What follows belongs to an exercise in optimizing a design on an open flow for small area, a short achievable clock period and few clock cycles; a production flow would make more cautious choices.
Function was checked by simulation only, so behaviour that the tests miss may differ from the original.

== S ==
## mipsCpuBus
module mipsCpuBus (
    input logic clk,
    input logic reset,
    output logic active,
    output cpuPkg::cpuWord registerV0,
    output cpuPkg::cpuWord address,
    output logic read,
    output logic write,
    output cpuPkg::cpuWord writedata,
    input cpuPkg::cpuWord readdata,
    input logic waitrequest
);
    function automatic logic [31:0] byteSwap(input logic [31:0] value);
        byteSwap = {value[7:0], value[15:8], value[23:16], value[31:24]};
    endfunction
    logic halted;
    logic [29:0] pcF;           
    logic pcFZero;              
    logic [29:0] pcD1;          
    logic arrive;               
    logic redirPend;            
    logic [29:0] redirTgt;
    logic redirTgtZero;
    logic memPending;           
    logic memW;
    logic [29:0] memAddr;
    cpuPkg::cpuWord memData;
    cpuPkg::regIndex mRd;       
    logic dataCycle;            
    cpuPkg::regIndex dRd;
    logic xValid;
    logic xWr;                  
    cpuPkg::regIndex xRd, xRs, xRt;
    logic xBReg;                
    logic xIsLoad, xIsStore, xIsMem;
    logic xIsJr;
    logic xBeq, xBne, xBlez, xBgtz, xBltz, xBgez, xAlways, xIsBr;
    logic xPred;                
    logic xDsF;                 
    logic [29:0] xTgt;
    cpuPkg::cpuWord xA, xB, xS;
    logic xSub, xSelSum, xSelAnd, xSelOr, xSelXor, xSelSlt, xSelSltu, xSelShift, xSelB;
    logic xShR, xShA, xVar;
    logic [4:0] xSa;            
    logic drop;                 
    logic fetchEn, fetchAcc;
    assign fetchEn = !halted && !memPending && !pcFZero;
    assign fetchAcc = fetchEn && !waitrequest;
    assign address = {memPending ? memAddr : pcF, 2'b00};
    assign read = memPending ? !memW : fetchEn;
    assign write = memPending && memW;
    assign writedata = byteSwap(memData);
  ...
Size: about 5800 cells after synthesis, about 1300 flip-flops.
export LEC_CHECK = 0
export CAP_MARGIN = 20
export CORE_MARGIN = 2
export CORE_UTILIZATION = 55
export CTS_BUF_LIST = sky130_fd_sc_hd__clkbuf_8
export CTS_CLUSTER_SIZE = 30
export SLEW_MARGIN = 20
create_clock -name core_clock -period 10.0 [get_ports {clk}]
standard.sh (not shown) runs the stock make flow with config.mk's settings and CLKGATE_MAP_FILE= SYNTH_SCRIPT=/design/flow/synth_recipe.tcl, a recipe that flattens the netlist after the stock synthesis.
==> flow/flow/run.sh <==
#!/bin/bash
# Standard ORFS layout, with timing repair aimed below the clock period
# (every path should keep 5.7 ns of setup slack) and without gate cloning,
# which left unrepaired high-fanout select nets.
set -euo pipefail
bash standard.sh SETUP_SLACK_MARGIN=5.7 SKIP_GATE_CLONING=1 > standard_flow.log 2>&1
S finished every step from synthesis to the final layout, and the layout passed the timing, design-rule and antenna checks.
Testbench counts of S, summed over its fixed seeds: cycles 66,519.
--- input diff S..Q ---
--- a/flow/design.v
+++ b/flow/design.v
@@ -208,20 +208,23 @@
         else immExt = {{16{imm[15]}}, imm};
     end
     always_comb begin
         if (dImmI || opLw || opSw) bNext = immExt;
         else if (dLink) bNext = {pcD2, 2'b00};
         else if (opBlez || opBgtz) bNext = '0;
         else bNext = rtVal;
     end
     assign sNext = opSw ? rtVal : {pcD2, 2'b00};
     logic hazard, xStall, xAdv, dAdv;
+    logic ldNZ;
+    assign ldNZ = memPending && mRd != 5'd0;
+    assign hazard = ldNZ && (xRs == mRd || xRt == mRd || xRd == mRd);
     assign xStall = dataCycle || hazard;
     assign xAdv = xValid && !xStall && !(xIsMem && memPending && waitrequest);
     assign dAdv = arrive && (!xValid || xAdv);
     assign drop = arrive && xValid && !xAdv;
     alu arith (
         .a(xA),
         .b(xB),
         .sub(xSub),
         .selSum(xSelSum),
         .selAnd(xSelAnd),
@@ -239,22 +242,20 @@
     );
     logic eq, taken, xCtl, xCorr;
     logic [29:0] corrAddr;
     assign eq = xA == xB;
     assign taken = (xBeq && eq) || (xBne && !eq) || (xBlez && (xA[31] || eq))
                 || (xBgtz && !xA[31] && !eq) || (xBltz && xA[31]) || (xBgez && !xA[31]) || xAlways;
     assign xCtl = xValid && !xStall;
     assign xCorr = xCtl && (xIsJr ? (!xPred || xA[31:2] == '0)
                                   : (xIsBr && (taken != xPred || (xPred && xTgt == '0))));
     assign corrAddr = xIsJr ? xA[31:2] : (taken ? xTgt : xS[31:2]);
-    logic corrZero;
-    assign corrZero = xIsJr ? xA[31:2] == '0 : (taken ? xTgt == '0 : xS[31:2] == '0);
     cpuPkg::cpuWord loadData;
     assign loadData = byteSwap(readdata);
     registerFile registers (
         .clk(clk),
         .writeEnable(dataCycle || (xWr && !xStall)),
         .writeIndex(dataCycle ? dRd : xRd),
         .writeData(dataCycle ? loadData : xRes),
         .readA(rs),
         .readB(rt),
         .dataA(rfA),
@@ -264,21 +265,21 @@
     logic [29:0] pcFNext;
     logic pcFZeroNext, redirPendNext, kill;
     always_comb begin
         pcFNext = pcF;
         pcFZeroNext = pcFZero;
         redirPendNext = redirPend;
         kill = 1'b0;
         if (xCorr) begin
             if (xDsF || fetchAcc) begin
                 pcFNext = corrAddr;
-                pcFZeroNext = corrZero;
+                pcFZeroNext = corrAddr == '0;
                 redirPendNext = 1'b0;
                 kill = xDsF;
             end else begin
                 redirPendNext = 1'b1;
             end
         end else if (drop) begin
             pcFNext = pcD1 - 30'd1;
             pcFZeroNext = 1'b0;
             redirPendNext = 1'b1;
         end else if (fetchAcc) begin
@@ -294,62 +295,52 @@
                 pcFZeroNext = &pcF;
             end
         end else if (dAdv && dPred) begin
             redirPendNext = 1'b1;
         end
     end
     logic memPendingNext, dataCycleNext, haltNext;
     assign memPendingNext = (memPending && waitrequest) || (xAdv && xIsMem);
     assign dataCycleNext = memPending && !memW && !waitrequest;
     assign haltNext = pcFZero && !redirPend && !arrive && !xValid && !memPending && !dataCycle;
-    cpuPkg::regIndex mRdNext, xRsNext, xRtNext, xRdNext;
-    logic hazardNext;
-    assign mRdNext = (xAdv && xIsMem) ? (xIsLoad ? xRt : 5'd0) : mRd;
-    assign xRsNext = dAdv ? rs : xRs;
-    assign xRtNext = dAdv ? rt : xRt;
-    assign xRdNext = dAdv ? dDest : xRd;
-    assign hazardNext = memPendingNext && mRdNext != 5'd0
-                      && (xRsNext == mRdNext || xRtNext == mRdNext || xRdNext == mRdNext);
     always_ff @(posedge clk) begin
         if (reset) begin
             pcF <= cpuPkg::resetWord;
             pcFZero <= 1'b0;
             redirPend <= 1'b0;
             arrive <= 1'b0;
             halted <= 1'b0;
             memPending <= 1'b0;
-            hazard <= 1'b0;
             dataCycle <= 1'b0;
             xValid <= 1'b0;
             xWr <= 1'b0;
         end else begin
             pcF <= pcFNext;
             pcFZero <= pcFZeroNext;
             redirPend <= redirPendNext;
             arrive <= fetchAcc && !kill;
             halted <= halted || haltNext;
             memPending <= memPendingNext;
-            hazard <= hazardNext;
             dataCycle <= dataCycleNext;
             if (dAdv) begin
                 xValid <= 1'b1;
                 xWr <= dDest != 5'd0;
             end else if (xAdv) begin
                 xValid <= 1'b0;
                 xWr <= 1'b0;
             end
         end
     end
     always_ff @(posedge clk) begin
         if (xCorr) begin
             redirTgt <= corrAddr;
-            redirTgtZero <= corrZero;
+            redirTgtZero <= corrAddr == '0;
         end else if (drop) begin
             redirTgt <= pcF;
             redirTgtZero <= pcFZero;
         end else if (!redirPend) begin
             redirTgt <= dTgt;
             redirTgtZero <= dTgtZero;
         end
         if (fetchAcc) pcD1 <= pcF + 30'd1;
         dRd <= mRd;
         if (xAdv && xIsMem) begin
Findings:
- Compared with S, in Q utilization higher, insertion delay of the later-clocked pin in the worst-skew pair higher.
- Sort S and Q by clock-buffer cell count desc -> top: Q
- Summary of Q over S: non-clock buffer count went up 41, required time reported for the critical path endpoint went up 0.08 ns, adder and majority cell fraction of the synthesized area held.
- Q against S: final period utilization shows a reduction of 0.33 points; synthesized cell count shows a reduction of 247; routed wire length on met3 shows a reduction of 0.49%.
Testbench counts of Q, summed over its fixed seeds: cycles 66,519.

[static timing again, ports no longer ideal]
No port has a modelled driver above. Below, the same layouts with a new extraction and two added sets of constraints.
Step 1, drivers: a clkbuf_16 drives clk and a buf_2 each remaining input, both assumed.
Step 2 moves the port delays by t, midway between the first and last clock arrival at a register: inputs arrive t later, outputs are due t later. That takes back most of the time a late clock gives input paths.
Slacks: ideal ports / drivers / drivers and shift; pairs: ideal ports / drivers.
run	t, ns	setup WS [ns]	clock arrival spread, ns	cell pins on the clock port's net
S	1.034	5.560 / 5.560 / 4.570	0.070 / 0.069	1
Q	1.060	5.593 / 5.603 / 4.560	0.068 / 0.068	1
After both steps setup and hold are still met in every run listed. For Q, which loses most, drivers alone change the setup slack by +0.010 ns; drivers and shift together by -1.033 ns.
